This design comes from an exercise in tuning for small area, a short achievable clock period and few clock cycles per item on the open sky130 flow, not from production work. The RTL was checked by simulation tests, not by an equivalence proof against the original design. Power and IR drop assume default switching activity.

--- config.mk ---
export PLATFORM = sky130hd
export DESIGN_NAME = moesi_cache_top
export DESIGN_NICKNAME = moesi_cache_top
export VERILOG_FILES = /design/flow/design.v
export SDC_FILE = /design/flow/constraint.sdc
export NUM_CORES = 4
export LEC_CHECK = 0
export CAP_MARGIN = 20
export CORE_MARGIN = 2
export CORE_UTILIZATION = 60
export CTS_CLUSTER_DIAMETER = 100
export CTS_CLUSTER_SIZE = 20
export SETUP_SLACK_MARGIN = 3.4
export SLEW_MARGIN = 20
--- constraint.sdc ---
create_clock -name core_clock -period 7.0 [get_ports {clk}]
set_input_delay 1.4000 -clock core_clock [delete_from_list [all_inputs] [get_ports {clk}]]
set_output_delay 1.4000 -clock core_clock [all_outputs]
set_load 0.01 [all_outputs]
--- design.v ---
package cache_pkg;
  typedef logic [9-1:0]  addr_t;   
  typedef logic [8-1:0]  data_t;   
  typedef logic [2-1:0]   tag_t;    
  typedef logic [7-1:0] index_t;  
  typedef enum logic [2:0] {
    line_i = 3'b000,  
    line_s = 3'b001,  
    line_e = 3'b010,  
    line_o = 3'b011,  
    line_m = 3'b100   
  } moesi_e;
  typedef enum logic [2:0] {
    op_none      = 3'd0,
    op_cpu_read  = 3'd1,
    op_cpu_write = 3'd2,
    op_dir_inv   = 3'd3,  
    op_dir_gets  = 3'd4   
  } op_e;
endpackage
module moesi_cache_top
(
  input  logic  clk,
  input  logic  rst_n,
  input  logic  cpu_read_req,
  input  cache_pkg::addr_t cpu_read_addr,
  output logic  cpu_read_ack,
  output cache_pkg::data_t cpu_read_data,
  input  logic  cpu_write_req,
  input  cache_pkg::addr_t cpu_write_addr,
  input  cache_pkg::data_t cpu_write_data,
  output logic  cpu_write_ack,
  output logic  read_s,
  output logic  read_ex,
  output cache_pkg::addr_t cache_req_addr,
  output logic  write_back,
  output cache_pkg::tag_t  wb_tag,
  output cache_pkg::data_t wb_data,
  input  logic  read_s_ack,
  input  logic  read_ex_ack,
  input  cache_pkg::data_t mem_data,
  input  logic  shared,
  input  logic  inv_req,
  input  cache_pkg::addr_t inv_addr,
  output logic  inv_ack,
  input  logic  gets_req,
  input  cache_pkg::addr_t gets_addr,
  output logic  gets_ack,
  output cache_pkg::data_t owned_data
);
  localparam int N = 128;
  logic [N-1:0]     v_mem, d_mem, x_mem;
  cache_pkg::tag_t  tag_mem  [N];
  cache_pkg::data_t data_mem [N];
  logic any_req;
  cache_pkg::addr_t sel_addr;
  assign any_req  = cpu_read_req | cpu_write_req | inv_req | gets_req;
  assign sel_addr = ({9{cpu_read_req}}  & cpu_read_addr)  |
                    ({9{cpu_write_req}} & cpu_write_addr) |
                    ({9{inv_req}}       & inv_addr)       |
                    ({9{gets_req}}      & gets_addr);
  logic [7:0]  rd_hi;
  logic [15:0] rd_lo;
  always_comb begin
    for (int j = 0; j < 8; j++)
      rd_hi[j] = (cpu_read_req  & (cpu_read_addr[6:4]  == j[2:0])) |
                 (cpu_write_req & (cpu_write_addr[6:4] == j[2:0])) |
                 (inv_req       & (inv_addr[6:4]       == j[2:0])) |
                 (gets_req      & (gets_addr[6:4]      == j[2:0]));
    for (int k = 0; k < 16; k++)
      rd_lo[k] = (cpu_read_req  & (cpu_read_addr[3:0]  == k[3:0])) |
                 (cpu_write_req & (cpu_write_addr[3:0] == k[3:0])) |
                 (inv_req       & (inv_addr[3:0]       == k[3:0])) |
                 (gets_req      & (gets_addr[3:0]      == k[3:0]));
  end
  logic [12:0] rd_grp [8];
  logic [12:0] rd_line;
  always_comb begin
    rd_line = '0;
    for (int j = 0; j < 8; j++) begin
      rd_grp[j] = '0;
      for (int k = 0; k < 16; k++)
        rd_grp[j] = rd_grp[j] | ({13{rd_lo[k]}} &
                    {v_mem[16*j+k], d_mem[16*j+k], x_mem[16*j+k], tag_mem[16*j+k], data_mem[16*j+k]});
      rd_line = rd_line | ({13{rd_hi[j]}} & rd_grp[j]);
    end
  end
  logic rd_v, rd_d, rd_x;
  assign rd_v = rd_line[12];
  assign rd_d = rd_line[11];
  assign rd_x = rd_line[10];
  logic busy;                             
  logic lk_rd, lk_wr, lk_inv, lk_gets;    
  logic w_rd, w_wr;                       
  cache_pkg::addr_t addr_q;
  cache_pkg::tag_t  l_tx;
  cache_pkg::data_t l_data;
  logic l_v, l_vd, l_vx, l_vdx;
  always_ff @(posedge clk) begin
    if (!busy) begin
      addr_q <= sel_addr;
      l_tx   <= rd_line[9:8] ^ sel_addr[8:7];
      l_data <= rd_line[7:0];
      l_v    <= rd_v;
      l_vd   <= rd_v & rd_d;
      l_vx   <= rd_v & rd_x;
      l_vdx  <= rd_v & (rd_d | rd_x);
    end
  end
  logic eq, hit, rd_miss, wr_dir, fill_s, fill_x;
  assign eq      = (l_tx == 2'b00);
  assign hit     = l_v & eq;
  assign rd_miss = ~hit;                   
  assign wr_dir  = ~(eq & l_vx);           
  assign fill_s  = w_rd & read_s_ack;
  assign fill_x  = w_wr & read_ex_ack;
  always_ff @(posedge clk) begin
    if (!rst_n) begin
      busy    <= 1'b0;
      lk_rd   <= 1'b0;
      lk_wr   <= 1'b0;
      lk_inv  <= 1'b0;
      lk_gets <= 1'b0;
      w_rd    <= 1'b0;
      w_wr    <= 1'b0;
    end else begin
      lk_rd   <= ~busy & cpu_read_req;
      lk_wr   <= ~busy & cpu_write_req;
      lk_inv  <= ~busy & inv_req;
      lk_gets <= ~busy & gets_req;
      w_rd    <= (lk_rd & rd_miss) | (w_rd & ~read_s_ack);
      w_wr    <= (lk_wr & wr_dir)  | (w_wr & ~read_ex_ack);
      busy    <= ~busy ? any_req :
                 ((lk_rd & rd_miss) | (w_rd & ~read_s_ack) |
                  (lk_wr & wr_dir)  | (w_wr & ~read_ex_ack));
    end
  end
  logic wr_hit, we;
  logic v_n, d_n, x_n;
  cache_pkg::data_t data_n;
  assign wr_hit = lk_wr & eq & l_vx;
  assign we     = ~rst_n | ((lk_inv | lk_gets) & hit) | wr_hit | fill_s | fill_x;
  assign v_n    = rst_n & ~lk_inv;
  assign d_n    = lk_gets ? l_vd : ~w_rd;
  assign x_n    = ~lk_gets & ~(w_rd & shared);
  assign data_n = w_rd ? mem_data : (lk_gets ? l_data : cpu_write_data);
  logic [7:0]   wr_hi;
  logic [15:0]  wr_lo;
  logic [N-1:0] wr_row;
  always_comb begin
    for (int j = 0; j < 8; j++)  wr_hi[j] = ~rst_n | (addr_q[6:4] == j[2:0]);
    for (int k = 0; k < 16; k++) wr_lo[k] = ~rst_n | (addr_q[3:0] == k[3:0]);
    for (int i = 0; i < N; i++)  wr_row[i] = wr_hi[i/16] & wr_lo[i%16];
  end
  for (genvar i = 0; i < N; i++) begin : g_row
    always_ff @(posedge clk) begin
      if (we && wr_row[i]) begin
        v_mem[i]    <= v_n;
        d_mem[i]    <= d_n;
        x_mem[i]    <= x_n;
        tag_mem[i]  <= addr_q[8:7];
        data_mem[i] <= data_n;
      end
    end
  end
  assign cpu_read_ack   = (lk_rd & hit) | fill_s;
  assign cpu_write_ack  = wr_hit | fill_x;
  assign inv_ack        = lk_inv;
  assign gets_ack       = lk_gets;
  assign read_s         = (lk_rd & rd_miss) | w_rd;
  assign read_ex        = (lk_wr & wr_dir) | w_wr;
  assign write_back     = (lk_rd | lk_wr | w_rd | w_wr) & l_v & ~eq;
  assign cache_req_addr = addr_q;
  assign wb_tag         = l_tx ^ addr_q[8:7];
  assign wb_data        = l_data & {8{~lk_inv | (eq & l_vdx)}};
  assign owned_data     = l_data & {8{eq & l_vd}};
  assign cpu_read_data  = w_rd ? mem_data : l_data;
endmodule
--- run.sh ---
#!/bin/bash
# synth_recipe.tcl (not shown) runs the flow's synth.tcl, then flattens the netlist and writes it again
# the make line also repeats each setting of config.mk as NAME=value (left out here)
make -C /OpenROAD-flow-scripts/flow DESIGN_CONFIG=/design/flow/config.mk WORK_HOME=/design/flow/orfs CLKGATE_MAP_FILE= SYNTH_SCRIPT=/design/flow/synth_recipe.tcl finish
==> results.toml, run 1 <==
[outcome]
status = "complete, no violations"

[cells_and_area]
syn2layout_area_growth_pct = 18.2
utilization = 0.716
drive_above_1_share = 0.223
num-fill-cells = 6592
nets = 4345

[power_and_ir_drop]
p_int_mw = 15.8
p_leak_nw = 24.6
switching_share = 0.275
p_clk_frac = 0.262
combPwrFrac = 0.158
ir_drop_mv = 0.261
pwr_density_cell_mw_per_mm2 = 288
switchingPower_mw = 5.99
power_frac_seq = 0.580

[synth]
async_reset_ff_frac = 0
synth_edf_count = 1687
synth_area_per_cell_um2 = 16.8
ys_top_cells_by_area = "edfxtp_1 (79%), o21ai_0 (4.5%), a22o_1 (3.8%), a221oi_1 (3.5%), nand4_1 (2.0%)"
synth_warnings = 4
synth_commonest_cells = "edfxtp_1 (1687), o21ai_0 (573), a22o_1 (278)"
synth.distinct_cells = 52
netlist.area_leader.share = 0.792
yosys.area.top_type = "edfxtp_1"
synth-seq-cells = 1694
synth_ff_type = "edfxtp_1"
syn_inst = 3804
ys_seq_area_frac = 0.794
syn-cell-area_mm2 = 0.0640
syn_nets = 3865
synth.most_common_cell = "edfxtp_1"

[placement]
io_buffers = 102
dp_worst_setup_slack_ns = 0.892
globalplace.congestion = 0.955
dp.final_hpwl_um = 132000

[clock_tree]
clk_latency_ns = 0.76
cts.path.max_buffers = 3
h-tree-depth = 3
cts_sinks = 1694
hold_buffers = 0
numCtsBuffers = 95
cts-root-buf = "clkbuf_16"
clkTransAtPathRegs_ns = 0.08
cts_tree = "done"

[routing]
wl_um = 252000
top_layer_used = "met5"
routed-wl-met3_um = 45500
wl_met1_um = 83700
drtAntennaViolNets = 0
routed-via-count = 44600
vias_per_cell = 7.82
drc = 0
wl_per_cell_um = 44.2
drt_iter0_markers = 9503
dr_wl_met2_um = 104000
drt_pass1_iterations = 11

[worst_setup_path]
slowest_stage = "a22oi_2"
required_ns = 7.48
max_stage_delay_ns = 0.58
path_class = "in -> reg"
cp-end-kind = "flip-flop"
startpoint_type = "primary input"
cp_max_fo = 7
path_depth = 13
worst-path-buf-inv = 5
reg2reg_setup_slack_ns = 3.75
worstPathCellList = "buf_6 -> buf_8 -> nand3b_1 -> o22ai_4 -> buf_12 -> or2_4 -> buf_12 -> buf_8 -> a22o_4 -> a221oi_4 -> nand4_1 -> a22oi_2 -> nand4_1"
reg2reg_depth = 7
crit_family = "simple AND/OR/NAND/NOR gates"
worst_ep_arrival_time_ns = 4.40

[floorplan]
start_util = 0.606
dieArea_mm2 = 0.109
row_count = 119
io_pins = 103
core-area_mm2 = 0.106
die_h_um = 330
die_w_um = 330

[sta]
fmax_ghz = 0.256
rsz0062_at_grt = "true"
relSlewSlack = 0.225
fin_ws_ns = 3.09
finalHoldViolCount = 0
slew_violations = 0
final.setup_skew_ns = 0.0500
setup-tns-final_ns = 0
setup-violations-final = 0
period_needed_ns = 3.91
finalCritPeriodShare = 0.559
tightest_slew_ns = 1.16

[worst_hold_path]
hold_depth = 1
hold_path_class = "reg -> reg"

[global_routing]
grt.total_usage = 0.459
grt_pass1_wl_um = 337000
grt_pass1_vias = 40900
grt_antenna_before_repair = 15
grt_start_max_net_pins = 97
overflow = 0

[run]
drv_cap = 0
## registers in the layout (all words and copies together) (netlist names), 2 cells and up
register / count
data_mem: 1024
tag_mem: 256
x_mem: 128
d_mem: 128
l_data: 8
l_tx: 2
v_mem: 128
addr_q: 9
## kinds of logic (layout without fill, tap and decap cells)
group	count (synthesis)	in the layout	synth area share
AO/OA/AOI/OAI	1293	1293	0.140
XOR/XNOR	4	4	0.000548
buffers and inverters	273	740	0.0188
flip-flops	1694	1694	0.794
multiplexers	8	8	0.00125
other	0	15	0
AND/OR/NAND/NOR	532	557	0.0455
## stage by stage
stage | area (um^2) | hold slack (ns) | std cells | total power [mW]
6_report | 75600 | 0.477 | 5702 | 21.8
5_1_grt | 75500 | 0.492 | 5687 | 22.1
4_1_cts | 74800 | 0.473 | 5657 | 21.4
3_5_place_dp | 68300 | 0.461 | 5317 | 15.6
3_3_place_gp | 68300 | 0.454 | 5315 | 15.5
2_1_floorplan | 64100 | 0.431 | 3804 | 14.0
## power groups by stage
stage	registers, mW	logic, mW	clock network [mW]
after floorplan	12.7	1.25	0
after global placement	12.8	2.73	0
after detailed placement	12.8	2.79	0
after CTS	12.6	3.19	5.67
after global routing	12.7	3.46	6.00
final	12.6	3.44	5.72
## placed cells by master (no fill, tap or decap), types with 12 or more instances in the layout
cell type,instances
clkdlybuf4s50_1,42
nor2b_1,12
a22o_1,277
a31oi_1,12
and3_1,14
edfxtp_1,1687
buf_12,71
nand4_1,201
o22ai_4,32
inv_1,19
nor4_2,14
a22oi_2,19
a221oi_1,172
or2_4,43
buf_4,385
o22ai_1,18
nor2_1,137
diode_2,15
a22oi_1,42
buf_6,45
dlygate4sd2_1,13
o21ai_0,544
a221oi_2,87
o21ai_1,16
nand2_1,22
nor4_1,13
clkbuf_16,99
## worst reg2reg max path, cell delays in order (launching register included)
cell,delay [ns]
edfxtp_1,0.45
nor2_4,0.18
buf_4,0.17
nand2_1,0.10
o2111ai_2,0.69
o21ai_2,0.40
nor2_1,0.58
buf_4,0.35
## timing repair
action	CTS	global route
resized for setup	495	93
setup endpoints to repair	1049	192
buffers inserted	198	27
cloned	33	2
pin swaps	121	68
## per-layer routing
metal / track usage / vias to the layer above
li1: - / 16800
met4: 0.253 / 16
met3: 0.198 / 913
met1: 0.612 / 22300
met5: 0 / -
met2: 0.638 / 4578
## cell type report
cell class	instances	area, um^2	share of cell area
clock buffer	103	2470	0.0327
clock inverter	6	111	0.00147
timing repair inverter	1	7.51	0.0000994
antenna	15	37.5	0.000497
sequential	1694	50800	0.672
multi-input combinational	1862	14200	0.188
timing repair buffer	609	6120	0.0811
tap	1391	1740	0.0230
inverter	21	83.8	0.00111
## path summary, 6_finish.rpt
check / start / to
worst max-delay path: gets_req / l_data[7]
worst max register to register: l_tx[1] / data_mem[8][4]
worst min-delay path: busy / busy
worst min register to register: busy / busy
Testbench counts, summed over its fixed seeds: cycles 84,376, items 24,000.
==> inputs of run 2 (changes only) <==
--- a/config.mk
+++ b/config.mk
@@ -10,5 +10,6 @@
 export CORE_UTILIZATION = 60
 export CTS_CLUSTER_DIAMETER = 100
 export CTS_CLUSTER_SIZE = 20
-export SETUP_SLACK_MARGIN = 3.4
+export SETUP_SLACK_MARGIN = 3.5
 export SLEW_MARGIN = 20
+export TNS_END_PERCENT = 10
==> run 2 against run 1 <==
Largest cell class unchanged. Design area is 0.39% lower. Register-to-register slack got worse by 0.43 ns. Final cell count increased by 0.47%. Worst setup slack worse by 0.18 ns.
==> results.toml, run 2 <==
[worst_setup_path]
required_ns = 7.45
reg2reg_setup_slack_ns = 3.32
startpoint_type = "primary input"
worst_ep_arrival_time_ns = 4.54
path_class = "in -> reg"
cp_max_fo = 5
cp-end-kind = "flip-flop"

[run]
drv_cap = 0

[sta]
tightest_slew_ns = 1.11
setup-tns-final_ns = 0
rsz0062_at_grt = "true"
slew_violations = 0
finalHoldViolCount = 0
setup-violations-final = 0
relSlewSlack = 0.261
final.setup_skew_ns = 0.0346
finalCritPeriodShare = 0.585
period_needed_ns = 4.09
fmax_ghz = 0.244

[synth]
synth.most_common_cell = "edfxtp_1"
syn_inst = 3804
syn_nets = 3865
synth_warnings = 4
synth-compound-area-share = 0.140
ys_top_cells_by_area = "edfxtp_1 (79%), o21ai_0 (4.5%), a22o_1 (3.8%), a221oi_1 (3.5%), nand4_1 (2.0%)"
async_reset_ff_frac = 0
netlist.area_leader.share = 0.792
yosys.area_share.simple = 0.0455
synth.distinct_cells = 52
synth_top_family_by_area = "compound AO/OA/AOI/OAI gates"
synthAdderAreaFrac = 0
yosys.area.top_type = "edfxtp_1"
synth_commonest_cells = "edfxtp_1 (1687), o21ai_0 (573), a22o_1 (278)"
synthXorXnorAreaFrac = 0.000548
synth-seq-cells = 1694
syn-cell-area_mm2 = 0.0640
synth_edf_count = 1687
synth_ff_type = "edfxtp_1"
synth_area_per_cell_um2 = 16.8
ys_seq_area_frac = 0.794
yosys-mux-area-fraction = 0.00125

[routing]
wl_per_cell_um = 43.9
drtAntennaViolNets = 0
drc = 0
drt_pass1_iterations = 8
drt_iter0_markers = 9258
wl_um = 251000
routed-via-count = 44500
vias_per_cell = 7.76

[cells_and_area]
largest_reg_flops = 1024
fin_cells = 5729
nets = 4380
most-common-layout-cells = "edfxtp_1 (1687), o21ai_0 (547), buf_4 (447), a22o_1 (277), nand4_1 (201)"
seq_area_mm2 = 0.0508
final_common_cell = "edfxtp_1"
drive_above_1_share = 0.220
multi_input_area_mm2 = 0.0141
syn2layout_area_growth_pct = 17.7
final_area_mm2 = 0.0753
num-fill-cells = 6657
top_register = "data_mem"
layout_top_registers = "data_mem x1024, tag_mem x256"

[power_and_ir_drop]
combPwrFrac = 0.158
switching_share = 0.272
pwr_density_cell_mw_per_mm2 = 288
p_clk_frac = 0.260
p_int_mw = 15.8
ir_drop_mv = 0.262
p_total_mw = 21.7
switchingPower_mw = 5.90
p_leak_nw = 24.5
power_frac_seq = 0.582

[placement]
globalplace.congestion = 0.964
placed_cells_incl_taps = 5314
placed_cell_area_mm2 = 0.0684
dp.final_hpwl_um = 132000
io_buffers = 102

[clock_tree]
cts_tree = "done"
h-tree-depth = 3
cts-root-buf = "clkbuf_16"
cts.path.max_buffers = 3
cts_sinks = 1694
clkTransAtPathRegs_ns = 0.08
numCtsBuffers = 94
clk_latency_ns = 0.74

[floorplan]
start_util = 0.606
die_w_um = 330
core-area_mm2 = 0.106
die_h_um = 330
row_count = 119
dieArea_mm2 = 0.109
io_pins = 103

[global_routing]
overflow = 0
grt_pass1_wl_um = 336000
grt_start_max_net_pins = 130
grt_pass1_vias = 40500
grt_antenna_before_repair = 22
grt.total_usage = 0.458

[worst_hold_path]
hold_path_class = "reg -> reg"

[outcome]
status = "complete, no violations"
run 2: stage by stage:
step / setup WS (ns) / utilization / hold WS [ns]
after global placement: 0.765 / 0.648 / 0.466
after CTS: 3.15 / 0.704 / 0.479
after detailed placement: 0.753 / 0.648 / 0.463
after floorplan: 2.45 / - / 0.431
after global routing: 3.00 / 0.713 / 0.497
final: 2.91 / 0.713 / 0.482
run 2: final cells by class:
type / instances / share of cell area
flip-flops and latches: 1694 / 0.675
multi-input cells: 1870 / 0.188
repair buffers: 637 / 0.0795
clock buffers: 97 / 0.0323
well taps: 1391 / 0.0231
inverters: 21 / 0.00115
clock inverters: 5 / 0.000948
diodes: 13 / 0.000432
repair inverters: 1 / 0.0000665
run 2: power by group through the flow:
stage / combinational [mW] / clock [mW] / sequential, mW
2_1_floorplan: 1.25 / 0 / 12.7
3_3_place_gp: 2.76 / 0 / 12.8
3_5_place_dp: 2.81 / 0 / 12.8
4_1_cts: 3.17 / 5.59 / 12.6
5_1_grt: 3.44 / 5.92 / 12.7
6_report: 3.43 / 5.63 / 12.6
run 2: cells by family after synthesis:
group,count (synthesis)
simple gates,532
mux,8
compound gates,1293
xor+xnor,4
buf+inv,273
flops,1694
run 2: final timing paths:
| kind | cells past startpoint | startpoint | end |
|---|---|---|---|
| worst max-delay path | 12 | cpu_read_req | l_data[7] |
| worst min-delay path | 1 | busy | busy |
| worst max register to register | 5 | lk_gets | data_mem[72][2] |
| worst min register to register | 1 | busy | busy |
run 2: timing repair:
item,in CTS,in global routing
resized for setup,454,63
hold endpoints to repair,0,0
setup endpoints to repair,730,996
hold buffers,0,0
buffers inserted,203,56
cloned,38,3
pin swaps,127,54
run 2: metal layers:
metal,part of all wire,GRT usage,vias up,routed length [um]
met5,0.00064,0.00435,-,160
met4,0.067,0.252,22,16800
met3,0.18,0.196,904,45200
met2,0.42,0.635,4580,105000
met1,0.34,0.613,22100,84400
li1,-,-,16900,-
run 2: worst max-delay path, stage by stage:
cell and delay, ns:
buf_8 0.10, buf_8 0.13, or3b_4 0.30, o22ai_4 0.16, buf_6 0.18, or2_4 0.33, buf_4 0.18, a22o_1 0.17
a221oi_1 0.45, nand4_1 0.50, a22oi_2 0.46, nand4_1 0.15
==> inputs of run 3 (changes only) <==
--- a/design.v
+++ b/design.v
@@ -97,15 +97,13 @@
   cache_pkg::data_t l_data;
   logic l_v, l_vd, l_vx, l_vdx;
   always_ff @(posedge clk) begin
-    if (!busy) begin
-      addr_q <= sel_addr;
-      l_tx   <= rd_line[9:8] ^ sel_addr[8:7];
-      l_data <= rd_line[7:0];
-      l_v    <= rd_v;
-      l_vd   <= rd_v & rd_d;
-      l_vx   <= rd_v & rd_x;
-      l_vdx  <= rd_v & (rd_d | rd_x);
-    end
+    addr_q <= sel_addr;
+    l_tx   <= rd_line[9:8] ^ sel_addr[8:7];
+    l_data <= rd_line[7:0];
+    l_v    <= rd_v;
+    l_vd   <= rd_v & rd_d;
+    l_vx   <= rd_v & rd_x;
+    l_vdx  <= rd_v & (rd_d | rd_x);
   end
   logic eq, hit, rd_miss, wr_dir, fill_s, fill_x;
   assign eq      = (l_tx == 2'b00);
--- a/config.mk
+++ b/config.mk
@@ -10,6 +10,5 @@
 export CORE_UTILIZATION = 60
 export CTS_CLUSTER_DIAMETER = 100
 export CTS_CLUSTER_SIZE = 20
-export SETUP_SLACK_MARGIN = 3.5
+export SETUP_SLACK_MARGIN = 3.4
 export SLEW_MARGIN = 20
-export TNS_END_PERCENT = 10
==> run 3 against run 2 <==
Sequential share of layout area fell by 0.40 points. Critical endpoint is now l_vd. Worst setup slack improved by 0.18 ns. Sequential power hardly changed. Critical path type unchanged.
==> results.toml, run 3 <==
[synth]
async_reset_ff_frac = 0
syn_nets = 3913
synth_edf_count = 1664
ys_top_cells_by_area = "edfxtp_1 (78%), o21ai_0 (4.5%), a22o_1 (3.1%), a221oi_1 (2.7%), a22oi_1 (1.9%)"
synthAdderAreaFrac = 0
synth-compound-area-share = 0.138
synth_top_family_by_area = "compound AO/OA/AOI/OAI gates"
netlist.area_leader.share = 0.782
synth.most_common_cell = "edfxtp_1"
synth_ff_type = "edfxtp_1"
synth-seq-cells = 1694
synth.distinct_cells = 56
ys_seq_area_frac = 0.792
syn-cell-area_mm2 = 0.0639
yosys-mux-area-fraction = 0.00125
synth_commonest_cells = "edfxtp_1 (1664), o21ai_0 (573), a22o_1 (224)"
synth_warnings = 4
synth_area_per_cell_um2 = 16.6
yosys.area_share.simple = 0.0487
synthXorXnorAreaFrac = 0.000548
yosys.area.top_type = "edfxtp_1"
syn_inst = 3852

[clock_tree]
cts_sinks = 1694
clkTransAtPathRegs_ns = 0.09
h-tree-depth = 3
numCtsBuffers = 94
cts_tree = "done"
cts-root-buf = "clkbuf_16"
clk_latency_ns = 0.73
cts.path.max_buffers = 3
hold_buffers = 0

[cells_and_area]
syn2layout_area_growth_pct = 18.0
utilization = 0.715
final_common_cell = "edfxtp_1"
top_register = "data_mem"
most-common-layout-cells = "edfxtp_1 (1664), o21ai_0 (552), buf_4 (372), a22o_1 (219), nand4_1 (170)"
largest_reg_flops = 1024
nets = 4365
layout_top_registers = "data_mem x1024, tag_mem x256"
drive_above_1_share = 0.213

[routing]
wl_um = 251000
vias_per_cell = 7.68
routed-via-count = 44300
drt_pass1_iterations = 23
drc = 0
drt_iter0_markers = 9511
drtAntennaViolNets = 0
wl_per_cell_um = 43.6

[global_routing]
grt_start_max_net_pins = 129
overflow = 0
grt_pass1_vias = 40600
grt.total_usage = 0.457
grt_antenna_before_repair = 13
grt_pass1_wl_um = 335000

[floorplan]
io_pins = 103
row_count = 119
dieArea_mm2 = 0.109
start_util = 0.606
die_h_um = 330
core-area_mm2 = 0.105
die_w_um = 330

[power_and_ir_drop]
pwr_density_cell_mw_per_mm2 = 293
ir_drop_mv = 0.275
p_total_mw = 22.1
p_leak_nw = 24.6

[sta]
final.setup_skew_ns = 0.0305
setup-tns-final_ns = 0
rsz0062_at_grt = "true"
fmax_ghz = 0.255
fin_ws_ns = 3.08
tightest_slew_ns = 1.20
relSlewSlack = 0.198
period_needed_ns = 3.92
setup-violations-final = 0
finalHoldViolCount = 0
finalCritPeriodShare = 0.560
slew_violations = 0

[worst_hold_path]
hold_path_class = "reg -> reg"
hold_depth = 1

[worst_setup_path]
startpoint_type = "primary input"
slowest_stage = "a31oi_1"
max_stage_delay_ns = 0.72
cp_max_fo = 20
worst_ep_arrival_time_ns = 4.58
path_class = "in -> reg"
crit_top_cell = "buf_4"
reg2reg_depth = 7
required_ns = 7.66
cp-end-kind = "flip-flop"
worstPathCellList = "clkbuf_4 -> nand3b_1 -> buf_12 -> o22ai_4 -> buf_4 -> buf_4 -> o21ai_0 -> nand4_1 -> nor3_1 -> a31oi_1 -> a2111oi_4 -> a21oi_2"
reg2reg_setup_slack_ns = 3.46

[outcome]
status = "complete, no violations"

[placement]
io_buffers = 102
dp_worst_setup_slack_ns = 0.758
dp.final_hpwl_um = 132000
globalplace.congestion = 0.962

[run]
drv_cap = 0
run 3: changes by cell type after synthesis, moves of 13 or more:
cell and delta:
nor4_1 +13, nand2_1 +58, a221oi_1 -58, nand4_1 -31, a22o_1 -54, dfxtp_1 +23, a22oi_1 +103, edfxtp_1 -23
run 3: where the power goes:
group / total [mW] / internal, mW / switching [mW]
clock network: 5.77 / 2.57 / 3.20
logic: 3.54 / 1.01 / 2.54
registers: 12.8 / 12.4 / 0.350
run 3: logic make-up after synthesis:
| kind of cell | Yosys count |
|---|---|
| compound gates | 1293 |
| xor+xnor | 4 |
| buf+inv | 270 |
| flops | 1694 |
| mux | 8 |
| simple gates | 583 |
run 3: worst max-delay path: cells and delay by family:
kind,cells,cell delay (ns)
AND/OR/NAND/NOR,3,0.46
AO/OA/AOI/OAI,5,1.56
buffers and inverters,4,1.11
run 3: cell type report:
cell class	instances	area, um^2
sequential	1694	50600
clock buffer	148	2600
timing repair buffer	587	6030
inverter	19	71.3
tap	1391	1740
clock inverter	6	92.6
antenna	14	35.0
fill	6666	30000
multi-input combinational	1908	14200
run 3: stage by stage:
stage | std cells | hold slack [ns] | area, um^2
2_1_floorplan | 3852 | 0.431 | 64000
3_3_place_gp | 5341 | 0.455 | 68000
3_5_place_dp | 5342 | 0.520 | 68000
4_1_cts | 5711 | 0.535 | 74400
5_1_grt | 5756 | 0.549 | 75400
6_report | 5767 | 0.535 | 75400
run 3: timing repair:
item / 4_1_cts / 5_1_grt
pin swaps: 101 / 68
setup endpoints to repair: 674 / 80
buffers inserted: 180 / 39
gates resized for setup: 428 / 123
gates cloned: 35 / 2
run 3: worst paths after layout:
path / to / from
max reg2reg: data_mem[98][6] / l_tx[1]
min: busy / busy
max: l_vd / cpu_read_addr[0]
min reg2reg: busy / busy
run 3: per-layer routing:
layer  share of wire  up-vias  global-route usage
met1            0.33    22100               0.615
met4           0.080       10               0.279
met5         0.00082        -             0.00957
met3            0.17      950               0.177
li1                -    16800                   -
met2            0.41     4448               0.633
Testbench counts of run 3, summed over its fixed seeds: cycles 84,376, items 24,000.
==> inputs of run 4 (changes only) <==
--- a/config.mk
+++ b/config.mk
@@ -10,5 +10,5 @@
 export CORE_UTILIZATION = 60
 export CTS_CLUSTER_DIAMETER = 100
 export CTS_CLUSTER_SIZE = 20
-export SETUP_SLACK_MARGIN = 3.4
+export SETUP_SLACK_MARGIN = 3.6
 export SLEW_MARGIN = 20
==> run 4 against run 3 <==
Still clean on timing, DRC and antenna. Global-route usage grew 0.30 points. Die area stayed put. Via count is essentially flat. Power up 0.38%. Highest routed layer unchanged.
==> results.toml, run 4 <==
[outcome]
status = "complete, no violations"

[worst_setup_path]
worstReg2RegStart = "l_tx[1]"
startpoint = "gets_addr[0]"
reg2reg_setup_slack_ns = 3.88
reg2reg_to = "data_mem[98][6]"
worst_ep_arrival_time_ns = 4.39
path_class = "in -> reg"
endpoint = "l_data[4]"
reg2reg_depth = 7
worst-path-buf-inv = 1
cp-end-kind = "flip-flop"
max_stage_delay_ns = 0.45
startpoint_type = "primary input"
path_depth = 9
crit_family = "simple AND/OR/NAND/NOR gates"
slowest_stage = "a22oi_2"
required_ns = 7.48
cp_max_fo = 7
worstPathCellList = "buf_2 -> nand3b_1 -> o22ai_4 -> or2_4 -> a22o_1 -> a221oi_4 -> nand4b_1 -> a22oi_2 -> nand4_1"

[placement]
globalplace.congestion = 0.962
io_buffers = 102
placed_cells_incl_taps = 5342
dp.final_hpwl_um = 132000
placed_cell_area_mm2 = 0.0680

[routing]
wl_per_cell_um = 43.7
top_layer_used = "met5"
vias_per_cell = 7.66
drt_pass1_iterations = 21
routed-wl-met3_um = 44000
drtAntennaViolNets = 0
drc = 0
routed-via-count = 44300
drt_iter0_markers = 9165
dr_wl_met2_um = 105000
wl_um = 253000
wl_met1_um = 83500

[synth]
synth.distinct_cells = 56
ys_seq_area_frac = 0.792
synth_warnings = 4
syn-cell-area_mm2 = 0.0639
syn_nets = 3913
synth_edf_count = 1664
synth_commonest_cells = "edfxtp_1 (1664), o21ai_0 (573), a22o_1 (224)"
synth_area_per_cell_um2 = 16.6
async_reset_ff_frac = 0
synth_ff_type = "edfxtp_1"
syn_inst = 3852
synth-seq-cells = 1694
synth.most_common_cell = "edfxtp_1"
netlist.area_leader.share = 0.782
yosys.area.top_type = "edfxtp_1"
ys_top_cells_by_area = "edfxtp_1 (78%), o21ai_0 (4.5%), a22o_1 (3.1%), a221oi_1 (2.7%), a22oi_1 (1.9%)"

[cells_and_area]
nets = 4388
seq_area_mm2 = 0.0506
layout_top_registers = "data_mem x1024, tag_mem x256"
fin_cells = 5785
drive_above_1_share = 0.228
utilization = 0.721
num-fill-cells = 6592
multi_input_area_mm2 = 0.0146
final_area_mm2 = 0.0760
top_register = "data_mem"
most-common-layout-cells = "edfxtp_1 (1664), o21ai_0 (547), buf_4 (373), a22o_1 (220), nand4_1 (170)"
final_common_cell = "edfxtp_1"
syn2layout_area_growth_pct = 19.0
largest_reg_flops = 1024

[floorplan]
core-area_mm2 = 0.105
die_w_um = 330
io_pins = 103
dieArea_mm2 = 0.109
die_h_um = 330
start_util = 0.606
row_count = 119

[sta]
finalCritPeriodShare = 0.558
tightest_slew_ns = 1.24
relSlewSlack = 0.174
slew_violations = 0
final.setup_skew_ns = 0.0316
setup-tns-final_ns = 0
fmax_ghz = 0.256
rsz0062_at_grt = "true"
setup-violations-final = 0
period_needed_ns = 3.91
finalHoldViolCount = 0

[power_and_ir_drop]
p_leak_nw = 24.9
ir_drop_mv = 0.275
pwr_density_cell_mw_per_mm2 = 291

[global_routing]
grt_pass1_vias = 41100
overflow = 0
grt_pass1_wl_um = 337000
grt_antenna_before_repair = 16
grt.total_usage = 0.460
grt_start_max_net_pins = 129

[clock_tree]
clk_latency_ns = 0.74
cts-root-buf = "clkbuf_16"
cts_tree = "done"
cts.path.max_buffers = 3
clkTransAtPathRegs_ns = 0.08
h-tree-depth = 3
numCtsBuffers = 94
cts_sinks = 1694

[worst_hold_path]
hold_depth = 1
hold_path_class = "reg -> reg"

[run]
drv_cap = 0
==> run 4: changes by cell type in the layout (fill, tap and decap cells not counted), sizes merged <==
cell,before,now
dlymetal6s2s,7,9
diode,14,9
clkdlybuf4s15,0,2
clkbuf,154,164
or2,38,39
dlygate4sd2,4,11
clkdlybuf4s50,61,42
buf,497,519
bufbuf,12,10
==> run 4: logic make-up after synthesis <==
logic type | after synthesis | synth area share
flip-flops | 1694 | 0.792
XOR/XNOR | 4 | 0.000549
buffers and inverters | 270 | 0.0197
multiplexers | 8 | 0.00125
AND/OR/NAND/NOR | 583 | 0.0487
AO/OA/AOI/OAI | 1293 | 0.138
==> run 4: how the worst min path moves through the flow <==
| stage | startpoint | to | slack, ns |
|---|---|---|---|
| 2_1_floorplan | busy | busy | 0.43 |
| 3_3_place_gp | busy | busy | 0.45 |
| 3_5_place_dp | busy | busy | 0.52 |
| 4_1_cts | busy | busy | 0.54 |
| 5_1_grt | busy | busy | 0.54 |
| 6_report | busy | busy | 0.52 |
==> run 4: area by class of cell <==
class / count / area share
sequential: 1694 / 0.666
multi-input combinational: 1909 / 0.192
timing repair buffer: 609 / 0.0830
clock buffer: 148 / 0.0342
tap: 1391 / 0.0229
clock inverter: 6 / 0.00122
inverter: 19 / 0.000971
antenna: 9 / 0.000296
==> run 4: worst reg2reg max path: cells and delay by family, from the launching register on <==
family	cells	cell delay (ns)
flops	1	0.40
buf+inv	2	0.46
simple gates	4	1.28
compound gates	1	0.66
==> run 4: power breakdown <==
| part | internal, mW | leakage (nW) | switching (mW) |
|---|---|---|---|
| clock | 2.57 | 1.29 | 3.20 |
| combinational | 1.04 | 8.16 | 2.60 |
| sequential | 12.4 | 15.4 | 0.343 |
| total | 16.0 | 24.9 | 6.13 |
==> run 4: stage by stage <==
stage	power (mW)	setup WS [ns]	hold WS [ns]
after CTS	21.8	3.24	0.536
after global routing	22.5	3.21	0.538
after detailed placement	15.8	0.758	0.520
after global placement	15.7	0.671	0.455
after floorplan	14.1	2.96	0.431
final	22.2	3.09	0.523
==> run 4: timing repair <==
item                                    CTS  global route
hold buffers                              0             0
pin swaps                               120            89
resized for setup                       525           153
setup buffers                           192            47
endpoints found under the setup margin  976           161
cloned                                   35             5
==> run 4: layer usage <==
metal / up-vias / track usage
met5: - / 0.0109
met4: 14 / 0.275
met3: 833 / 0.185
met2: 4461 / 0.640
met1: 22100 / 0.614
li1: 16900 / -
==> inputs of run 5 (changes only) <==
--- a/config.mk
+++ b/config.mk
@@ -10,5 +10,5 @@
 export CORE_UTILIZATION = 60
 export CTS_CLUSTER_DIAMETER = 100
 export CTS_CLUSTER_SIZE = 20
-export SETUP_SLACK_MARGIN = 3.6
+export SETUP_SLACK_MARGIN = 3.0
 export SLEW_MARGIN = 20
==> run 5 against run 4 <==
Utilization down 2.6 points. Clock power hardly changed. Non-clock buffer count shrank 133. First-iteration DRC count shrank 0.70%. Via count fell by 1.9%. Count of clock-buffer cells in the layout fell by 2. Flip-flop and latch count unchanged. Sequential power is essentially flat. Power fell by 1.7%. Synthesized area did not move. Largest cell class unchanged.
==> results.toml, run 5 <==
[sta]
setup-violations-final = 0
slew_violations = 0
relSlewSlack = 0.120
finalCritPeriodShare = 0.589
finalHoldViolCount = 0
fmax_ghz = 0.243
tightest_slew_ns = 1.32
period_needed_ns = 4.12
rsz0062_at_grt = "false"
setup-tns-final_ns = 0
final.setup_skew_ns = 0.0362

[synth]
synth.distinct_cells = 56
synth_commonest_cells = "edfxtp_1 (1664), o21ai_0 (573), a22o_1 (224)"
synth_edf_count = 1664
ys_seq_area_frac = 0.792
synth.most_common_cell = "edfxtp_1"
synth_warnings = 4
synth_area_per_cell_um2 = 16.6
syn-cell-area_mm2 = 0.0639
ys_top_cells_by_area = "edfxtp_1 (78%), o21ai_0 (4.5%), a22o_1 (3.1%), a221oi_1 (2.7%), a22oi_1 (1.9%)"
netlist.area_leader.share = 0.782
synth_ff_type = "edfxtp_1"
yosys.area.top_type = "edfxtp_1"
syn_nets = 3913
synth-seq-cells = 1694
async_reset_ff_frac = 0
syn_inst = 3852

[placement]
globalplace.congestion = 0.915
dp.final_hpwl_um = 126000
placed_cell_area_mm2 = 0.0681
io_buffers = 102

[cells_and_area]
final_area_mm2 = 0.0733
syn2layout_area_growth_pct = 14.8
final_common_cell = "edfxtp_1"
nets = 4264
largest_reg_flops = 1024
drive_above_1_share = 0.163
num-fill-cells = 6894
top_register = "data_mem"
most-common-layout-cells = "edfxtp_1 (1664), o21ai_0 (563), buf_4 (296), a22o_1 (224), a221oi_1 (171)"
layout_top_registers = "data_mem x1024, tag_mem x256"

[worst_setup_path]
reg2reg_setup_slack_ns = 3.27
crit_top_cell = "buf_4"
worstPathCellList = "dlygate4sd2_1 -> or3b_4 -> buf_4 -> o22ai_4 -> buf_6 -> o21ai_0 -> nand4_1 -> nor4_2 -> o22ai_1 -> nor4_1 -> buf_4 -> xnor2_1"
required_ns = 7.58
worstReg2RegStart = "lk_gets"
worst-path-buf-inv = 4
reg2reg_depth = 5
path_class = "in -> reg"
path_depth = 12
reg2reg_to = "data_mem[109][2]"
max_stage_delay_ns = 0.53
cp-end-kind = "flip-flop"
startpoint_type = "primary input"
crit_family = "compound AO/OA/AOI/OAI gates"
worst_ep_arrival_time_ns = 4.70
cp_max_fo = 34
slowest_stage = "o22ai_1"

[clock_tree]
cts-root-buf = "clkbuf_16"
cts_sinks = 1694
cts_tree = "done"
hold_buffers = 0
cts.path.max_buffers = 3
numCtsBuffers = 95
clk_latency_ns = 0.72
h-tree-depth = 3
clkTransAtPathRegs_ns = 0.08

[worst_hold_path]
hold_path_class = "reg -> reg"
holdPathEnd = "busy"
hold_start = "busy"
hold_depth = 1

[floorplan]
die_w_um = 330
row_count = 119
core-area_mm2 = 0.105
start_util = 0.606
die_h_um = 330
io_pins = 103
dieArea_mm2 = 0.109

[routing]
wl_met1_um = 81200
top_layer_used = "met5"
vias_per_cell = 7.67
drt_iter0_markers = 9101
dr_wl_met2_um = 102000
wl_um = 243000
wl_per_cell_um = 42.8
drc = 0
drt_pass1_iterations = 25
routed-via-count = 43500
drtAntennaViolNets = 0
routed-wl-met3_um = 42300

[power_and_ir_drop]
pwr_density_cell_mw_per_mm2 = 297
p_leak_nw = 23.6
ir_drop_mv = 0.242

[run]
drv_cap = 0

[outcome]
status = "complete, no violations"

[global_routing]
overflow = 0
grt_antenna_before_repair = 16
grt.total_usage = 0.445
grt_start_max_net_pins = 129
grt_pass1_wl_um = 327000
grt_pass1_vias = 40000
-- run 5: what timing repair did --
item | 4_1_cts | 5_1_grt
pin swaps | 49 | 25
cloned | 32 | 2
resized for setup | 213 | 34
setup buffers | 101 | 21
setup endpoints to repair | 24 | 16
-- run 5: cell families (layout without fill, tap and decap cells) --
group | Yosys count | count (layout) | synth area share
other | 0 | 16 | 0
buffers and inverters | 270 | 646 | 0.0197
AOI/OAI and AO/OA | 1293 | 1293 | 0.138
xor gates and xnor gates | 4 | 4 | 0.000549
muxes | 8 | 8 | 0.00125
DFF | 1694 | 1694 | 0.792
and+or+nand+nor | 583 | 612 | 0.0487
-- run 5: metrics by stage --
step / hold slack (ns) / worst slack [ns] / power, mW / util / std cells
3_3_place_gp: 0.450 / 1.02 / 15.7 / 0.646 / 5340
4_1_cts: 0.483 / 2.99 / 21.6 / 0.692 / 5625
6_report: 0.483 / 2.88 / 21.8 / 0.696 / 5664
3_5_place_dp: 0.463 / 1.29 / 15.8 / 0.646 / 5341
5_1_grt: 0.524 / 3.00 / 22.2 / 0.695 / 5648
2_1_floorplan: 0.431 / 1.59 / 14.1 / - / 3852
-- run 5: worst register-to-register path: cells and delay by family, from the launching register on --
family	cells	cell delay (ns)
AOI/OAI and AO/OA	1	0.78
DFF	1	0.86
buffers and inverters	1	0.34
and+or+nand+nor	3	1.44
-- run 5: how the worst max path moves through the flow --
stage / start / end / slack [ns]
after global placement: gets_addr[3] / l_vdx / 1.02
after detailed placement: gets_req / l_data[0] / 1.29
after global routing: gets_addr[1] / l_data[0] / 3.00
final: cpu_read_addr[2] / l_tx[0] / 2.88
after floorplan: rst_n / v_mem[0] / 1.59
after CTS: cpu_read_addr[3] / l_data[0] / 2.99
-- run 5: layout make-up --
class / instances / area, um^2 / share of cell area
diodes: 16 / 40.0 / 0.000546
clock buffers: 146 / 2610 / 0.0356
clock inverters: 5 / 73.8 / 0.00101
inverters: 19 / 71.3 / 0.000973
multi-input cells: 1917 / 13600 / 0.185
flip-flops and latches: 1694 / 50600 / 0.690
well taps: 1391 / 1740 / 0.0237
repair buffers: 476 / 4640 / 0.0633
-- run 5: layer usage --
metal | global-route usage | vias to the layer above
met5 | 0 | -
met3 | 0.168 | 757
met2 | 0.619 | 4256
li1 | - | 16600
met4 | 0.256 | 6
met1 | 0.605 | 21800
-- run 5: power by group --
group	total, mW	internal (mW)	switching, mW
Sequential	12.7	12.4	0.300
Combinational	3.33	0.892	2.43
Clock	5.76	2.58	3.17
==> inputs of run 6 (changes only) <==
--- a/config.mk
+++ b/config.mk
@@ -10,5 +10,5 @@
 export CORE_UTILIZATION = 60
 export CTS_CLUSTER_DIAMETER = 100
 export CTS_CLUSTER_SIZE = 20
-export SETUP_SLACK_MARGIN = 3.0
+export SETUP_SLACK_MARGIN = 3.8
 export SLEW_MARGIN = 20
==> run 6 against run 5 <==
Still clean on timing, DRC and antenna. Final cell count rose by 4.0%. Power rose by 2.7%. Clock skew fell by 0.0075 ns. Largest cell class unchanged. Largest power group unchanged. Highest routed layer unchanged.
==> results.toml, run 6 <==
[worst_hold_path]
hold_depth = 1
hold_path_class = "reg -> reg"

[sta]
relSlewSlack = 0.221
fmax_ghz = 0.270
rsz0062_at_grt = "true"
slew_violations = 0
setup-violations-final = 0
final.setup_skew_ns = 0.0287
finalCritPeriodShare = 0.530
setup-tns-final_ns = 0
period_needed_ns = 3.71
tightest_slew_ns = 1.17
finalHoldViolCount = 0

[global_routing]
grt_pass1_vias = 41800
grt_pass1_wl_um = 343000
grt_start_max_net_pins = 129
grt.total_usage = 0.468
overflow = 0
grt_antenna_before_repair = 22

[clock_tree]
cts-root-buf = "clkbuf_16"
clk_latency_ns = 0.74
cts_tree = "done"
numCtsBuffers = 94
cts_sinks = 1694
h-tree-depth = 3
cts.path.max_buffers = 3
clkTransAtPathRegs_ns = 0.09

[routing]
drtAntennaViolNets = 0
routed-via-count = 45500
vias_per_cell = 7.73
drc = 0
drt_pass1_iterations = 19
wl_um = 257000
drt_iter0_markers = 9670
wl_per_cell_um = 43.6

[cells_and_area]
nets = 4505
seq_area_mm2 = 0.0506
most-common-layout-cells = "edfxtp_1 (1664), o21ai_0 (512), buf_4 (419), a22o_1 (222), nand4_1 (170)"
utilization = 0.739
layout_top_registers = "data_mem x1024, tag_mem x256"
multi_input_area_mm2 = 0.0151
num-fill-cells = 6334
largest_reg_flops = 1024
final_common_cell = "edfxtp_1"
syn2layout_area_growth_pct = 22.0
top_register = "data_mem"
drive_above_1_share = 0.269

[floorplan]
dieArea_mm2 = 0.109
die_h_um = 330
die_w_um = 330
start_util = 0.606
io_pins = 103
core-area_mm2 = 0.105
row_count = 119

[synth]
synth-seq-cells = 1694
synth_ff_type = "edfxtp_1"
syn-cell-area_mm2 = 0.0639
ys_top_cells_by_area = "edfxtp_1 (78%), o21ai_0 (4.5%), a22o_1 (3.1%), a221oi_1 (2.7%), a22oi_1 (1.9%)"
synth_area_per_cell_um2 = 16.6
synth_edf_count = 1664
syn_inst = 3852
ys_seq_area_frac = 0.792
async_reset_ff_frac = 0
synth.most_common_cell = "edfxtp_1"
synth_commonest_cells = "edfxtp_1 (1664), o21ai_0 (573), a22o_1 (224)"
synth.distinct_cells = 56
netlist.area_leader.share = 0.782
syn_nets = 3913
yosys.area.top_type = "edfxtp_1"
synth_warnings = 4

[worst_setup_path]
cp-end-kind = "flip-flop"
path_class = "in -> reg"
required_ns = 7.62
startpoint_type = "primary input"
cp_max_fo = 6
slowest_stage = "a2111o_1"
reg2reg_depth = 11
crit_top_cell = "buf_12"
max_stage_delay_ns = 0.56
worstPathCellList = "buf_6 -> buf_12 -> or3b_4 -> o32ai_4 -> or2_4 -> buf_12 -> buf_12 -> a22o_1 -> a221oi_2 -> nand4b_1 -> a2111o_1 -> or4_4"
worst_ep_arrival_time_ns = 4.33

[power_and_ir_drop]
p_total_mw = 22.4
p_leak_nw = 25.6
ir_drop_mv = 0.281
pwr_density_cell_mw_per_mm2 = 287

[placement]
io_buffers = 102
dp.final_hpwl_um = 127000
globalplace.congestion = 0.975

[outcome]
status = "complete, no violations"

[run]
drv_cap = 0
run 6: cell counts after synthesis:
Identical to the previous run, type by type.
run 6: critical path, delay by kind of cell:
family,cells,cell delay [ns]
AND/OR/NAND/NOR,4,1.34
AO/OA/AOI/OAI,4,1.04
buffers and inverters,4,0.54
run 6: layout make-up:
class / instances / share of cell area
flip-flops and latches: 1694 / 0.650
multi-input cells: 1920 / 0.194
well taps: 1391 / 0.0223
repair buffers: 715 / 0.0987
diodes: 17 / 0.000546
clock buffers: 130 / 0.0325
clock inverters: 7 / 0.00133
inverters: 19 / 0.00108
run 6: through the flow:
step	setup WS [ns]	hold slack [ns]	area, um^2	instances
after global routing	3.32	0.563	77900	5878
final	3.29	0.514	77900	5893
after CTS	3.38	0.496	76500	5810
after global placement	1.05	0.448	68100	5345
after floorplan	3.07	0.431	63900	3852
after detailed placement	1.02	0.483	68100	5345
run 6: path summary, 6_finish.rpt:
| path | from | to | slack, ns |
|---|---|---|---|
| worst min-delay path | busy | busy | 0.51 |
| worst max register to register | l_tx[1] | data_mem[1][7] | 4.01 |
| worst min register to register | busy | busy | 0.51 |
| worst max-delay path | inv_req | l_data[0] | 3.29 |
run 6: logic make-up (layout without fill, tap and decap cells):
logic type | count (synthesis) | in the layout | share of synthesized area
compound gates | 1293 | 1295 | 0.138
xor+xnor | 4 | 4 | 0.000549
buf+inv | 270 | 871 | 0.0197
flops | 1694 | 1694 | 0.792
mux | 8 | 8 | 0.00125
other cells | 0 | 17 | 0
simple gates | 583 | 613 | 0.0487
run 6: timing repair:
action	4_1_cts	5_1_grt
setup endpoints to repair	1570	267
gates cloned	47	5
resized for setup	767	175
pin swaps	208	98
hold buffers	0	0
setup buffers	281	61
run 6: per-layer routing:
layer / up-vias / GRT usage / wire, um
met5: - / 0.00478 / 520
met4: 20 / 0.288 / 20400
met3: 1016 / 0.200 / 45900
met2: 4696 / 0.644 / 106000
met1: 22700 / 0.617 / 83900
li1: 17100 / - / -
run 6: report_power, final:
part           switching (mW)  leakage, nW  internal [mW]  total [mW]
Sequential              0.307         15.4           12.4        12.7
Clock                    3.21         1.27           2.53        5.74
Combinational            2.72         8.88           1.20        3.92
==> inputs of run 7 (changes only) <==
--- a/design.v
+++ b/design.v
@@ -95,21 +95,20 @@
   cache_pkg::addr_t addr_q;
   cache_pkg::tag_t  l_tx;
   cache_pkg::data_t l_data;
-  logic l_v, l_vd, l_vx, l_vdx;
+  logic l_v, l_d, l_x;
   always_ff @(posedge clk) begin
     addr_q <= sel_addr;
     l_tx   <= rd_line[9:8] ^ sel_addr[8:7];
     l_data <= rd_line[7:0];
     l_v    <= rd_v;
-    l_vd   <= rd_v & rd_d;
-    l_vx   <= rd_v & rd_x;
-    l_vdx  <= rd_v & (rd_d | rd_x);
+    l_d    <= rd_d;
+    l_x    <= rd_x;
   end
   logic eq, hit, rd_miss, wr_dir, fill_s, fill_x;
   assign eq      = (l_tx == 2'b00);
   assign hit     = l_v & eq;
   assign rd_miss = ~hit;                   
-  assign wr_dir  = ~(eq & l_vx);           
+  assign wr_dir  = ~(hit & l_x);           
   assign fill_s  = w_rd & read_s_ack;
   assign fill_x  = w_wr & read_ex_ack;
   always_ff @(posedge clk) begin
@@ -136,10 +135,10 @@
   logic wr_hit, we;
   logic v_n, d_n, x_n;
   cache_pkg::data_t data_n;
-  assign wr_hit = lk_wr & eq & l_vx;
+  assign wr_hit = lk_wr & hit & l_x;
   assign we     = ~rst_n | ((lk_inv | lk_gets) & hit) | wr_hit | fill_s | fill_x;
   assign v_n    = rst_n & ~lk_inv;
-  assign d_n    = lk_gets ? l_vd : ~w_rd;
+  assign d_n    = lk_gets ? l_d : ~w_rd;
   assign x_n    = ~lk_gets & ~(w_rd & shared);
   assign data_n = w_rd ? mem_data : (lk_gets ? l_data : cpu_write_data);
   logic [7:0]   wr_hi;
@@ -170,7 +169,7 @@
   assign write_back     = (lk_rd | lk_wr | w_rd | w_wr) & l_v & ~eq;
   assign cache_req_addr = addr_q;
   assign wb_tag         = l_tx ^ addr_q[8:7];
-  assign wb_data        = l_data & {8{~lk_inv | (eq & l_vdx)}};
-  assign owned_data     = l_data & {8{eq & l_vd}};
+  assign wb_data        = l_data & {8{~lk_inv | (hit & (l_d | l_x))}};
+  assign owned_data     = l_data & {8{hit & l_d}};
   assign cpu_read_data  = w_rd ? mem_data : l_data;
 endmodule
--- a/config.mk
+++ b/config.mk
@@ -10,5 +10,5 @@
 export CORE_UTILIZATION = 60
 export CTS_CLUSTER_DIAMETER = 100
 export CTS_CLUSTER_SIZE = 20
-export SETUP_SLACK_MARGIN = 3.8
+export SETUP_SLACK_MARGIN = 3.6
 export SLEW_MARGIN = 20
==> run 7 against run 6 <==
Still clean on timing, DRC and antenna. Critical path type unchanged. Design area fell by 4.7%. Via count down 9.0%. Largest power group unchanged. Sequential share of layout area increased by 3.2 points. Critical endpoint is now l_data[2]. First-iteration DRC count fell by 17%.
==> results.toml, run 7 <==
[sta]
rsz0062_at_grt = "true"
fmax_ghz = 0.247
setup-violations-final = 0
period_needed_ns = 4.04
finalCritPeriodShare = 0.578
tightest_slew_ns = 1.19
final.setup_skew_ns = 0.0452
slew_violations = 0
setup-tns-final_ns = 0
finalHoldViolCount = 0
relSlewSlack = 0.206

[floorplan]
die_h_um = 329
dieArea_mm2 = 0.108
die_w_um = 329
start_util = 0.603
row_count = 119
io_pins = 103
core-area_mm2 = 0.105

[power_and_ir_drop]
switchingPower_mw = 5.93
combPwrFrac = 0.158
pwr_density_cell_mw_per_mm2 = 295
p_clk_frac = 0.261
ir_drop_mv = 0.257
power_frac_seq = 0.581
p_leak_nw = 24.2
switching_share = 0.271
p_int_mw = 16.0

[synth]
synth.distinct_cells = 45
synth_ff_type = "edfxtp_1"
netlist.area_leader.share = 0.791
synth.most_common_cell = "edfxtp_1"
synth-seq-cells = 1693
syn-cell-area_mm2 = 0.0632
ys_top_cells_by_area = "edfxtp_1 (79%), a22o_1 (5.2%), a221oi_1 (4.8%), o21ai_0 (2.2%), nand4_1 (1.1%)"
ys_seq_area_frac = 0.800
syn_inst = 3528
syn_nets = 3589
yosys.area.top_type = "edfxtp_1"
synth_area_per_cell_um2 = 17.9
synth_commonest_cells = "edfxtp_1 (1664), a22o_1 (374), a221oi_1 (343)"
async_reset_ff_frac = 0
synth_edf_count = 1664
synth_warnings = 4

[global_routing]
overflow = 0
grt_pass1_wl_um = 312000
grt_antenna_before_repair = 11
grt_pass1_vias = 38100
grt.total_usage = 0.426
grt_start_max_net_pins = 105

[clock_tree]
cts_tree = "done"
cts_sinks = 1693
hold_buffers = 0
h-tree-depth = 3
clkTransAtPathRegs_ns = 0.08
cts-root-buf = "clkbuf_16"
cts.path.max_buffers = 3
clk_latency_ns = 0.72
numCtsBuffers = 94

[worst_setup_path]
reg2reg_depth = 10
cp-end-kind = "flip-flop"
required_ns = 7.57
startpoint_type = "primary input"
path_class = "in -> reg"
worst_ep_arrival_time_ns = 4.62
cp_max_fo = 7

[cells_and_area]
drive_above_1_share = 0.232
final_common_cell = "edfxtp_1"
top_register = "data_mem"
nets = 4085
most-common-layout-cells = "edfxtp_1 (1664), a22o_1 (367), buf_4 (362), a221oi_1 (264), o21ai_0 (256)"
syn2layout_area_growth_pct = 17.5
num-fill-cells = 6680
utilization = 0.708
layout_top_registers = "data_mem x1024, tag_mem x256"
seq_area_mm2 = 0.0506
fin_cells = 5485
multi_input_area_mm2 = 0.0133
largest_reg_flops = 1024

[routing]
drtAntennaViolNets = 0
wl_um = 232000
vias_per_cell = 7.55
wl_per_cell_um = 42.3
drt_iter0_markers = 8070
drt_pass1_iterations = 9
routed-via-count = 41400
drc = 0

[placement]
placed_cells_incl_taps = 5055
dp.final_hpwl_um = 121000
io_buffers = 102
globalplace.congestion = 0.974

[worst_hold_path]
hold_path_class = "reg -> reg"
hold_depth = 1

[run]
drv_cap = 0

[outcome]
status = "complete, no violations"
## run 7: through the flow
step | hold slack (ns) | area [um^2] | power (mW) | setup WS, ns
4_1_cts | 0.457 | 73300 | 21.6 | 3.13
6_report | 0.463 | 74200 | 21.9 | 2.96
3_5_place_dp | 0.442 | 67200 | 15.8 | 0.365
3_3_place_gp | 0.443 | 67100 | 15.7 | 0.359
5_1_grt | 0.472 | 74200 | 22.4 | 3.01
2_1_floorplan | 0.422 | 63300 | 14.1 | 2.73
## run 7: cell type report
type,count,area share
clock inverters,4,0.000775
well taps,1391,0.0234
flip-flops and latches,1693,0.681
repair inverters,1,0.000101
clock buffers,154,0.0350
multi-input cells,1625,0.179
inverters,18,0.00101
diodes,8,0.000270
repair buffers,591,0.0789
## run 7: power groups by stage
stage	clock, mW	sequential [mW]	combinational [mW]
after global routing	6.08	12.8	3.49
after detailed placement	0	12.9	2.86
after global placement	0	12.9	2.80
after floorplan	0	12.8	1.33
final	5.72	12.7	3.46
after CTS	5.71	12.7	3.21
## run 7: cells by family (layout without fill, tap and decap cells)
| logic type | Yosys count | count (layout) | share of synthesized area |
|---|---|---|---|
| compound gates | 1125 | 1125 | 0.138 |
| xor+xnor | 4 | 4 | 0.000555 |
| buf+inv | 238 | 768 | 0.0194 |
| flops | 1693 | 1693 | 0.800 |
| mux | 8 | 8 | 0.00127 |
| other cells | 0 | 8 | 0 |
| simple gates | 460 | 488 | 0.0409 |
## run 7: final timing paths
path	start	slack [ns]	endpoint
worst max-delay path	gets_req	2.96	l_data[2]
worst min-delay path	busy	0.46	busy
worst max register to register	l_tx[1]	3.82	data_mem[116][1]
worst min register to register	busy	0.46	busy
## run 7: worst max-delay path, cell delays in order
cell	delay, ns
buf_6	0.09
buf_8	0.13
or3b_4	0.30
o22ai_4	0.09
buf_8	0.13
buf_4	0.15
or2_4	0.28
a22o_1	0.23
a221oi_2	0.23
nand4_1	0.61
a22o_1	0.45
or4_1	0.49
## run 7: repair_timing
item / in CTS / in global routing
gates cloned: 36 / 4
pin swaps: 101 / 70
setup buffers: 189 / 35
resized for setup: 522 / 133
setup endpoints to repair: 435 / 429
## run 7: metal layers
layer  track usage  routed length [um]  part of all wire  up-vias
li1              -                   -                 -    15900
met1         0.575               80500              0.35    21200
met2         0.633              103000              0.44     3601
met3         0.128               33900              0.15      713
met4         0.219               15000             0.065       14
met5             0                 194           0.00084        -
Testbench counts of run 7, summed over its fixed seeds: cycles 84,376, items 24,000.
==> inputs of run 8 (changes only) <==
--- a/design.v
+++ b/design.v
@@ -75,14 +75,19 @@
   end
   logic [12:0] rd_grp [8];
   logic [12:0] rd_line;
+  logic [7:0]  rd_data_a, rd_data_b;
   always_comb begin
-    rd_line = '0;
+    rd_line   = '0;
+    rd_data_a = '0;
+    rd_data_b = '0;
     for (int j = 0; j < 8; j++) begin
       rd_grp[j] = '0;
       for (int k = 0; k < 16; k++)
         rd_grp[j] = rd_grp[j] | ({13{rd_lo[k]}} &
                     {v_mem[16*j+k], d_mem[16*j+k], x_mem[16*j+k], tag_mem[16*j+k], data_mem[16*j+k]});
       rd_line = rd_line | ({13{rd_hi[j]}} & rd_grp[j]);
+      if (j < 4) rd_data_a = rd_data_a | ({8{rd_hi[j]}} & rd_grp[j][7:0]);
+      else       rd_data_b = rd_data_b | ({8{rd_hi[j]}} & rd_grp[j][7:0]);
     end
   end
   logic rd_v, rd_d, rd_x;
@@ -94,12 +99,14 @@
   logic w_rd, w_wr;                       
   cache_pkg::addr_t addr_q;
   cache_pkg::tag_t  l_tx;
-  cache_pkg::data_t l_data;
+  cache_pkg::data_t l_data_a, l_data_b, l_data;
+  assign l_data = l_data_a | l_data_b;
   logic l_v, l_d, l_x;
   always_ff @(posedge clk) begin
     addr_q <= sel_addr;
     l_tx   <= rd_line[9:8] ^ sel_addr[8:7];
-    l_data <= rd_line[7:0];
+    l_data_a <= rd_data_a;
+    l_data_b <= rd_data_b;
     l_v    <= rd_v;
     l_d    <= rd_d;
     l_x    <= rd_x;
==> run 8 against run 7 <==
Critical path depth up 1. Global-route usage down 0.43 points. Flip-flop and latch count rose by 8. First-iteration DRC count down 4.1%. Combinational power is 1% lower. Clock skew is 0.015 ns lower. Synthesized area about the same. Power up 0.45%. Non-clock buffer count down 12. Count of clock-buffer cells in the layout is 8 higher. Die area about the same. Critical path type unchanged. Critical endpoint is now l_x. Highest routed layer unchanged.
==> results.toml, run 8 <==
[outcome]
status = "complete, no violations"

[routing]
wl_um = 229000
drtAntennaViolNets = 0
wl_per_cell_um = 41.5
wl_met1_um = 80100
top_layer_used = "met5"
drt_iter0_markers = 7738
dr_wl_met2_um = 99900
drc = 0
routed-wl-met3_um = 37500
drt_pass1_iterations = 8
vias_per_cell = 7.46
routed-via-count = 41200

[worst_setup_path]
required_ns = 7.59
crit_family = "simple AND/OR/NAND/NOR gates"
cp_max_fo = 5
worstPathCellList = "buf_8 -> buf_6 -> nand3b_1 -> buf_4 -> o22ai_4 -> buf_12 -> or2_4 -> buf_8 -> a22o_1 -> a221oi_2 -> nand4_1 -> a22o_1 -> or4_1"
max_stage_delay_ns = 0.53
cp-end-kind = "flip-flop"
slowest_stage = "or4_1"
startpoint_type = "primary input"
path_class = "in -> reg"
worst-path-buf-inv = 5
worst_ep_arrival_time_ns = 4.41

[sta]
rsz0062_at_grt = "true"
setup-tns-final_ns = 0
finalCritPeriodShare = 0.546
fmax_ghz = 0.262
fin_ws_ns = 3.18
setup-violations-final = 0
final.setup_skew_ns = 0.0303
period_needed_ns = 3.82
relSlewSlack = 0.259
tightest_slew_ns = 1.11
finalHoldViolCount = 0
slew_violations = 0

[global_routing]
grt_start_max_net_pins = 81
grt.total_usage = 0.421
overflow = 0
grt_pass1_wl_um = 309000
grt_pass1_vias = 38400
grt_antenna_before_repair = 10

[floorplan]
die_w_um = 329
die_h_um = 329
io_pins = 103
start_util = 0.603
row_count = 119
core-area_mm2 = 0.105
dieArea_mm2 = 0.108

[synth]
synth_commonest_cells = "edfxtp_1 (1664), a22o_1 (310), a221oi_1 (303)"
synth-seq-cells = 1701
synth.most_common_cell = "edfxtp_1"
netlist.area_leader.share = 0.791
syn_nets = 3637
synth.distinct_cells = 50
async_reset_ff_frac = 0
ys_seq_area_frac = 0.803
syn-cell-area_mm2 = 0.0632
synth_area_per_cell_um2 = 17.7
synth_edf_count = 1664
yosys.area.top_type = "edfxtp_1"
syn_inst = 3576
synth_ff_type = "edfxtp_1"
synth_warnings = 4
ys_top_cells_by_area = "edfxtp_1 (79%), a22o_1 (4.3%), a221oi_1 (4.2%), o21ai_0 (2.2%), a22oi_1 (1.3%)"

[clock_tree]
cts.path.max_buffers = 3
cts-root-buf = "clkbuf_16"
hold_buffers = 0
cts_tree = "done"
numCtsBuffers = 95
clkTransAtPathRegs_ns = 0.09
cts_sinks = 1701
h-tree-depth = 3
clk_latency_ns = 0.72

[placement]
io_buffers = 102
dp_worst_setup_slack_ns = 0.722
globalplace.congestion = 0.926
dp.final_hpwl_um = 122000

[worst_hold_path]
hold_path_class = "reg -> reg"

[cells_and_area]
seq_area_mm2 = 0.0507
multi_input_area_mm2 = 0.0141
most-common-layout-cells = "edfxtp_1 (1664), buf_4 (331), a22o_1 (303), o21ai_0 (260), a221oi_1 (168)"
layout_top_registers = "data_mem x1024, tag_mem x256"
final_common_cell = "edfxtp_1"
utilization = 0.719
largest_reg_flops = 1024
nets = 4113
num-fill-cells = 6485
drive_above_1_share = 0.249
syn2layout_area_growth_pct = 19.3
top_register = "data_mem"

[power_and_ir_drop]
pwr_density_cell_mw_per_mm2 = 292
p_total_mw = 22.0
ir_drop_mv = 0.259
p_leak_nw = 24.3

[run]
drv_cap = 0
run 8: changes by cell type after synthesis, sizes merged, moves of 10 or more:
cell,delta
a221oi,-48
a22o,-64
inv,-10
a22oi,+96
and4,-32
a2111o,+16
nand4,-16
and3,+40
a31oi,+48
o22ai,-16
nor2,+32
run 8: where the power goes:
group | internal, mW | leakage [nW] | total, mW | switching [mW]
clock | 2.66 | 1.32 | 5.84 | 3.19
sequential | 12.4 | 15.4 | 12.8 | 0.333
combinational | 1.01 | 7.52 | 3.41 | 2.41
total | 16.1 | 24.3 | 22.0 | 5.92
run 8: worst paths after layout:
check	startpoint	endpoint	slack, ns	cells after the start
max	cpu_write_req	l_x	3.18	13
min	busy	busy	0.46	1
max reg2reg	l_tx[0]	data_mem[50][7]	3.79	9
min reg2reg	busy	busy	0.46	1
run 8: cells by family (layout without fill, tap and decap cells):
| kind of cell | after synthesis | after routing | synth area share |
|---|---|---|---|
| flip-flops | 1701 | 1701 | 0.803 |
| AO/OA/AOI/OAI | 1165 | 1165 | 0.140 |
| AND/OR/NAND/NOR | 477 | 497 | 0.0397 |
| buffers and inverters | 229 | 755 | 0.0174 |
| XOR/XNOR | 4 | 4 | 0.000555 |
| other | 0 | 2 | 0 |
run 8: through the flow:
stage	area, um^2	std cells	hold WS [ns]
final	75400	5515	0.461
after global routing	75400	5513	0.496
after CTS	74500	5491	0.458
after detailed placement	67400	5105	0.446
after global placement	67300	5104	0.442
after floorplan	63300	3576	0.422
run 8: timing repair:
item / CTS / global route
setup endpoints to repair: 391 / 628
cloned: 34 / 2
setup buffers: 185 / 20
gates resized for setup: 627 / 150
pin swaps: 150 / 92
run 8: layout make-up:
cell class	instances	area share
clock inverter	5	0.000714
tap	1391	0.0231
timing repair buffer	579	0.0790
multi-input combinational	1666	0.188
sequential	1701	0.673
antenna	2	0.0000664
inverter	9	0.000597
clock buffer	162	0.0360
run 8: worst reg2reg max path, cell delays in order (launching register included):
cell     delay [ns]
dfxtp_2        0.35
nor2_4         0.14
buf_4          0.14
and2_4         0.18
a32oi_2        0.13
buf_4          0.17
nand4_1        0.44
o21ai_1        0.20
buf_4          0.26
nor2_2         0.82
run 8: per-layer routing:
layer | vias up | GRT usage
met2 | 3625 | 0.610
met5 | - | 0
li1 | 16000 | -
met3 | 594 | 0.145
met4 | 8 | 0.181
met1 | 20900 | 0.588
Testbench counts of run 8, summed over its fixed seeds: cycles 84,376, items 24,000.

[re-timing with driven ports]
In the flow no input, the clock included, has a driving cell. The finished layouts below were timed again as built, in two steps. Step 1 (the two cells are an assumption about what drives the block):
set clk [get_ports {clk}]
set_driving_cell -lib_cell sky130_fd_sc_hd__clkbuf_16 $clk
set_driving_cell -lib_cell sky130_fd_sc_hd__buf_2 [delete_from_list [all_inputs] $clk]
Step 2 adds t to the input delays and takes it off the output delays; t is the mean of the earliest and latest rising clock arrival at the registers after step 1. Input paths then give back, and output paths get back, about the clock's delay inside the block. Slacks: ideal ports / drivers / drivers and shift; pairs: ideal ports / drivers.
run | shift t [ns] | slack for setup (ns) | latest minus earliest clock arrival (ns) | pins driven straight from the clock port
run 1 | 0.810 | 3.089 / 3.125 / 2.315 | 0.051 / 0.051 | 1
run 2 | 0.792 | 2.906 / 2.938 / 2.147 | 0.036 / 0.035 | 1
run 3 | 0.786 | 3.082 / 3.119 / 2.334 | 0.036 / 0.035 | 1
run 4 | 0.798 | 3.094 / 3.126 / 2.328 | 0.037 / 0.038 | 1
run 5 | 0.772 | 2.878 / 2.924 / 2.153 | 0.038 / 0.037 | 1
run 6 | 0.807 | 3.290 / 3.320 / 2.513 | 0.032 / 0.032 | 1
run 7 | 0.772 | 2.957 / 2.972 / 2.201 | 0.045 / 0.045 | 1
run 8 | 0.782 | 3.180 / 3.211 / 2.430 | 0.033 / 0.033 | 1
After both steps every run listed still meets setup and hold. The setup slack of run 6, which loses most, moves by +0.030 ns with the drivers and by -0.777 ns with both steps.
